Context: an optimization exercise on an open-source flow, tuned for small area, a short achievable clock period and few clock cycles per item. The choices shown serve that exercise and are no tape-out recipe.
The RTL was checked by simulation tests, not by an equivalence proof against the original design.
No activity file was given, so power comes from the tool's default toggle rates.

Design calendar_time_to_rtc_registers_unit, start of the top module:
module calendar_time_to_rtc_registers_unit (
    input  wire logic                 i_clk,
    input  wire logic                 i_rst_n,
    input  wire logic                 i_in_valid,
    output logic                      o_in_stall,
    input  wire logic [37:0]          i_in_item,
    output logic                      o_out_valid,
    input  wire logic                 i_out_stall,
    output logic      [41:0]          o_out_item
);
    ctrr_pkg::t_in_item  w_in;
    ctrr_pkg::t_out_item w_o;
    assign w_in = ctrr_pkg::t_in_item'(i_in_item);
    logic r_v;
    assign o_in_stall  = r_v && i_out_stall;
    assign o_out_valid = r_v;
    always_ff @(posedge i_clk) begin
        if (!i_rst_n) r_v <= 1'b0;
        else          r_v <= i_in_valid || (r_v && i_out_stall);
    end
    logic [2:0] w_m5;
    logic       w_ylow;
    logic [2:0] w_h, w_dm;
    logic       w_c1, w_lp, w_early;
    ctrr_year_a u_year_a (.i_y(w_in.year), .o_m5(w_m5), .o_ylow(w_ylow));
    ctrr_dm    u_dm    (.i_d(w_in.day), .i_m(w_in.month), .i_yl(w_in.year[3:0]), .o_r(w_dm), .o_early(w_early));
    ctrr_ypart_e u_ypart_e (.i_y(w_in.year), .i_early(w_early), .o_h(w_h), .o_c1(w_c1), .o_lp(w_lp));
    logic [5:0] r_sec, r_min;
    logic [4:0] r_hr, r_day;
    logic [3:0] r_mon;
    logic [7:0] r_y;
    logic [2:0] r_m5;
    logic       r_ylow;
    logic [2:0] r_h, r_dm;
  ...
clock: 6.0 ns
lec_check: 0
cap_margin: 20
core_margin: 2
core_utilization: 40
cts_cluster_diameter: 100
cts_cluster_size: 40
slew_margin: 20
standard.sh (not shown) runs the stock make flow with config.mk's settings and CLKGATE_MAP_FILE= SYNTH_SCRIPT=/design/flow/synth_recipe.tcl, a recipe that flattens the netlist after the stock synthesis.
==> flow/flow/run.sh <==
#!/bin/bash
# Layout flow: the standard synthesis; then the combinational logic is
# mapped again by ABC (registers, their names and cell types are kept as the
# standard synthesis made them): the cones that drive the outputs with one
# delay target, the rest with another; then the standard layout from
# floorplan to finish, with the settings in params.sh.
set -euo pipefail
F=$(pwd)/flow
R=orfs/results/$FLOW_PLATFORM/calendar_time_to_rtc_registers_unit/base
LIB=$FLOW_HOME/platforms/$FLOW_PLATFORM/lib/sky130_fd_sc_hd__tt_025C_1v80.lib
D_OUT=1200
D_IN=2000
SIZE=0
FINISH_ARGS=()
[ -f $F/params.sh ] && source $F/params.sh

bash standard.sh synth > synth.log 2>&1

cp $R/1_2_yosys.v std_1_2_yosys.v
python3 $F/mkcells.py $LIB std_1_2_yosys.v cells.v > mkcells.log 2>&1
mkscript() {  # delay target, output file
  local sz=""
  [ "$SIZE" = 1 ] && sz="buffer -p\nupsize -D $1\ndnsize -D $1"
  sed -e "s/@D@/$1/" -e "s/@SIZE@/$sz/" $F/map.abc.in > $2
}
mkscript $D_OUT map_out.abc
mkscript $D_IN map_in.abc
FF=$(grep -o "sky130_fd_sc_hd__[a-z0-9_]*df[a-z0-9_]*" std_1_2_yosys.v | sort -u | sed 's/^/:-/' | tr -d '\n')
ABC="abc -liberty $LIB $(cat $F/du.txt) -constr $F/abc.constr"
yosys -l resynth.log -p "read_verilog cells.v; read_verilog std_1_2_yosys.v; hierarchy -top $FLOW_TOP; flatten; techmap; opt -fast -purge; select -set outc o:o_out_item o:o_in_stall %u o:o_out_valid %u %ci*$FF; select -set outg @outc t:\$_* %i; $ABC -script map_out.abc @outg; select -clear; $ABC -script map_in.abc; opt_clean -purge; hilomap -singleton -hicell sky130_fd_sc_hd__conb_1 HI -locell sky130_fd_sc_hd__conb_1 LO; insbuf -buf sky130_fd_sc_hd__buf_4 A X; splitnets; opt_clean -purge; hierarchy -top $FLOW_TOP; stat -liberty $LIB; write_verilog -noattr -noexpr -nohex -nodec -selected resynth.v" > /dev/null 2>&1
python3 $F/checkregs.py std_1_2_yosys.v resynth.v > checkregs.log 2>&1
cp resynth.v $R/1_2_yosys.v
rm -f $R/1_synth.odb $R/1_synth.sdc
bash standard.sh "${FINISH_ARGS[@]}" finish > finish.log 2>&1
==> flow/flow/params.sh <==
SIZE=1
D_OUT=1200
D_IN=2000
FINISH_ARGS=(BUFFER_PORTS_ARGS="-buffer_cell sky130_fd_sc_hd__buf_2" SETUP_SLACK_MARGIN=2.5)
Other scripts of this flow, unchanged in this note and not shown: flow/flow/abc.constr, flow/flow/checkregs.py, flow/flow/du.txt, flow/flow/map.abc.in, flow/flow/mkcells.py
The baseline produced a clean layout.
Testbench counts at the start, summed over its fixed seeds: cycles 16,008, items 16,000.
==> next run, changes <==
==> flow/flow/params.sh (replaced) <==
SIZE=1
D_OUT=1200
D_IN=2000
FINISH_ARGS=(BUFFER_PORTS_ARGS="-buffer_cell sky130_fd_sc_hd__buf_2" SETUP_SLACK_MARGIN=2.6)
CTS_CLUSTER_DIAMETER = not set   (was 100)
CTS_CLUSTER_SIZE = not set   (was 40)
Effect:
- The new run produced a clean layout
- count of clock-buffer cells in the layout stays the same
- cell count rises by 1.1%
- design area rises by 4.3%
- total power rises by 3.5%
- first-iteration DRC count rises by 3.0%
- core utilization rises by 2.1 points
- via count rises by 0.93%
- global-route usage barely changes
- worst hold slack barely changes
- wire length rises by 3.3%
- sequential cell count is unchanged
==> next run, changes <==
==> flow/flow/params.sh (replaced) <==
SIZE=0
D_OUT=1200
D_IN=2000
FINISH_ARGS=(BUFFER_PORTS_ARGS="-buffer_cell sky130_fd_sc_hd__buf_2" SETUP_SLACK_MARGIN=2.5)
Outcome:
- The changed run completed without violations
- non-clock buffer count rose by 2
- synthesized area fell by 1.5%
- clock-buffer cell count is lower by 2
- routed wire length came out higher by 0.49%
- via count climbs by 0.62%
- cell count stays flat
- sequential cell count is unchanged
- maximum frequency decreases by 2.9%
- setup slack is worse by 0.099 ns
==> next run, changes <==
==> flow/flow/params.sh (replaced) <==
SIZE=1
D_OUT=1200
D_IN=2000
FINISH_ARGS=(BUFFER_PORTS_ARGS="-buffer_cell sky130_fd_sc_hd__buf_2" SETUP_SLACK_MARGIN=2.5 TNS_END_PERCENT=20)
Effect: Via count came out lower by a few percent; count of clock-buffer cells in the layout goes up by 2; design area drops by a few percent; first-iteration DRC count came out higher by a quarter to a third; worst setup slack is better by 0.011 ns; routed wire length decreases by a few percent; cell count shrinks slightly; power shrinks by a few percent; non-clock buffer count goes down by 16; clock skew is about the same; sequential power stays flat.
==> next run, changes <==
==> flow/flow/params.sh (replaced) <==
SIZE=1
D_OUT=1200
D_IN=2000
FINISH_ARGS=(BUFFER_PORTS_ARGS="-buffer_cell sky130_fd_sc_hd__buf_1" SETUP_SLACK_MARGIN=2.5)
Effect:
- final area is unchanged
- count of clock-buffer cells in the layout fell by 1
- total power went up by 5.5%
- wire length is higher by about 2.1%
- first-iteration DRC count fell by about 10%
- clock power grows by 36%
- die area is unchanged
- global-route usage hardly moves
- combinational power hardly moves

========
Setup of build 65:
Starting RTL as in the previous note.
clock: 6.0 ns
lec_check: 0
cap_margin: 20
core_margin: 2
core_utilization: 40
slew_margin: 20
==> flow/flow/params.sh <==
SIZE=1
D_OUT=1200
D_IN=2000
FINISH_ARGS=(BUFFER_PORTS_ARGS="-buffer_cell sky130_fd_sc_hd__buf_2")
Scripts as last shown in full above: flow/flow/run.sh
Other scripts of this flow, unchanged in this note and not shown: flow/flow/abc.constr, flow/flow/checkregs.py, flow/flow/du.txt, flow/flow/map.abc.in, flow/flow/mkcells.py
Testbench counts of build 65, summed over its fixed seeds: cycles 16,008, items 16,000.
--- input diff build 65..build 15 ---
==> flow/flow/params.sh <==
SIZE=1
D_OUT=1200
D_IN=2000
FINISH_ARGS=(BUFFER_PORTS_ARGS="-buffer_cell sky130_fd_sc_hd__buf_2" SETUP_SLACK_MARGIN=2.5)
==> notes.md <==
[compare] base=build 65 new=build 15: insertion delay of the later-clocked pin in the worst-skew pair decreased 20 ps, fmax has increased, worst setup slack +270 ps.
Of build 15 and build 65, the run reporting the higher design area was build 15.
Build 15 ended up with o_out_item[21] as its capture point of the critical path; build 65 ended up with r_lp$_DFFE_PP_.
Build 15 vs build 65: total via count in the routed design up in build 15
Compared with build 65, build 15 shows clock power that has gone down by a few percent.
Of build 15 and build 65, the higher largest net degree at the start of global routing belongs to build 15.
Between build 15 and build 65, the global-route usage does not differ in any meaningful way.
Input-level comparison between build 67 and build 15:
- CORE_UTILIZATION: 40 -> 55
- PLACE_DENSITY: unset -> 0.75
Results
Relative to build 15, clock latency on the worst-skew pair increased by 30 ps in build 67. Build 67 vs build 15, fraction of the core area covered by cells at the end of the flow went up by 19 points. Comparing build 15 with build 67, the register clock-pin slew on the reported worst setup and hold paths came out essentially unchanged. Taking build 15 as the reference, in build 67 share of final layout cell area taken by clock buffers and inverters comparable, wire length reported by the detailed router went down. Slew at the pin with the worst max-slew slack: build 67 and build 15 compared, lower one is build 15. On power dissipated in the clock network, build 67 tracks build 15 almost exactly. The higher buffer count excluding the clock tree in the final layout came out of build 15. Cmp build 67 vs build 15: sequential fraction of total cell area higher in build 67. Going from build 15 to build 67, height of the die shrinks by 16 µm.
diff inputs: build 67 => build 75
- clearing PLACE_DENSITY, which used to be 0.75
- swapping 55 for 40 in CORE_UTILIZATION
==> flow/flow/params.sh <==
SIZE=1
D_OUT=1200
D_IN=2000
FINISH_ARGS=(BUFFER_PORTS_ARGS="-buffer_cell sky130_fd_sc_hd__buf_2" SETUP_SLACK_MARGIN=2.7 TNS_END_PERCENT=10)
Findings:
Against build 67, build 75 reports a filler cell count in the final layout that is higher.
On build 75: area growth from synthesis to layout is 4.4 points higher than what build 67 gave.
Est. power | build 75 vs build 67 | build 75 higher
## Diff of input files: build 91 against build 75
==> flow/flow/params.sh <==
SIZE=1
D_OUT=1200
D_IN=2000
FINISH_ARGS=(BUFFER_PORTS_ARGS="-buffer_cell sky130_fd_sc_hd__buf_2" SETUP_SLACK_MARGIN=2.8)
Higher fraction of power consumed by combinational cells was reported by build 91, not build 75.
On flop-to-flop setup slack, build 75 and build 91 are neck and neck.
On global-route usage, build 75 and build 91 are basically level.
Build 91 against build 75: final critical-path setup slack increased 20 ps, final critical-path share of the clock period decreased 0.34 points, internal cell power increased about 13%, proportion of final cell area spent on non-clock buffers increased 4.2 points.
Changes in build 53 relative to build 91:
==> flow/flow/params.sh <==
SIZE=1
D_OUT=1400
D_IN=2200
FINISH_ARGS=(BUFFER_PORTS_ARGS="-buffer_cell sky130_fd_sc_hd__buf_2" SETUP_SLACK_MARGIN=2.5)
[summary]
Build 53 against build 91: number of vias per cell now sits lower; non-clock inverter count in the final layout now sits higher; die outline width now sits lower; combinational cell fraction of total power now sits lower.
Diff build 53 and build 91: count of plain and timing-repair buffers in the layout lower in build 53
Build 53 gives less power consumption than build 91 did.
Compare build 53 and build 91 | relative contribution of the clock network to total power higher: build 53
Between build 91 and build 53, the cell count went down.
Re design area: build 53 is 12% down on build 91.
The leakage power of the design of build 53 is lower than that of build 91.

port drivers added, routing unchanged:
How much do the figures lean on ideal ports? The routed layouts below were timed once more, with nothing changed but the port constraints.
Step 1, drivers: a clkbuf_16 drives i_clk and a buf_2 each remaining input, both assumed.
Step 2 times the ports against the registers' clock, not the clock port: input delays grow and output delays shrink by t, the midpoint of the rising clock arrivals with the driver on.
a / b / c = no drivers / after step 1 / after step 2; a / b = the first two.
run | t, ns | setup slack, ns | worst slew at a driven data input, ns
the first run of note 1 | 0.322 | 2.675 / 2.643 / 2.354 | 0.05
the second run of note 1 | 0.322 | 2.707 / 2.679 / 2.386 | 0.05
the third run of note 1 | 0.331 | 2.608 / 2.573 / 2.351 | 0.05
the fourth run of note 1 | 0.322 | 2.619 / 2.586 / 2.342 | 0.05
the fifth run of note 1 | 0.324 | 2.627 / 2.597 / 2.375 | 0.05
build 65 | 0.332 | 2.405 / 2.414 / 2.082 | 0.05
build 15 | 0.322 | 2.675 / 2.643 / 2.354 | 0.05
build 67 | 0.341 | 2.539 / 2.550 / 2.209 | 0.05
build 75 | 0.321 | 2.682 / 2.651 / 2.383 | 0.05
build 91 | 0.330 | 2.703 / 2.679 / 2.349 | 0.07
build 53 | 0.333 | 2.624 / 2.595 / 2.301 | 0.05
After both steps every run listed still meets setup and hold. For build 91, which loses most, drivers alone change the setup slack by -0.024 ns; drivers and shift together by -0.354 ns.
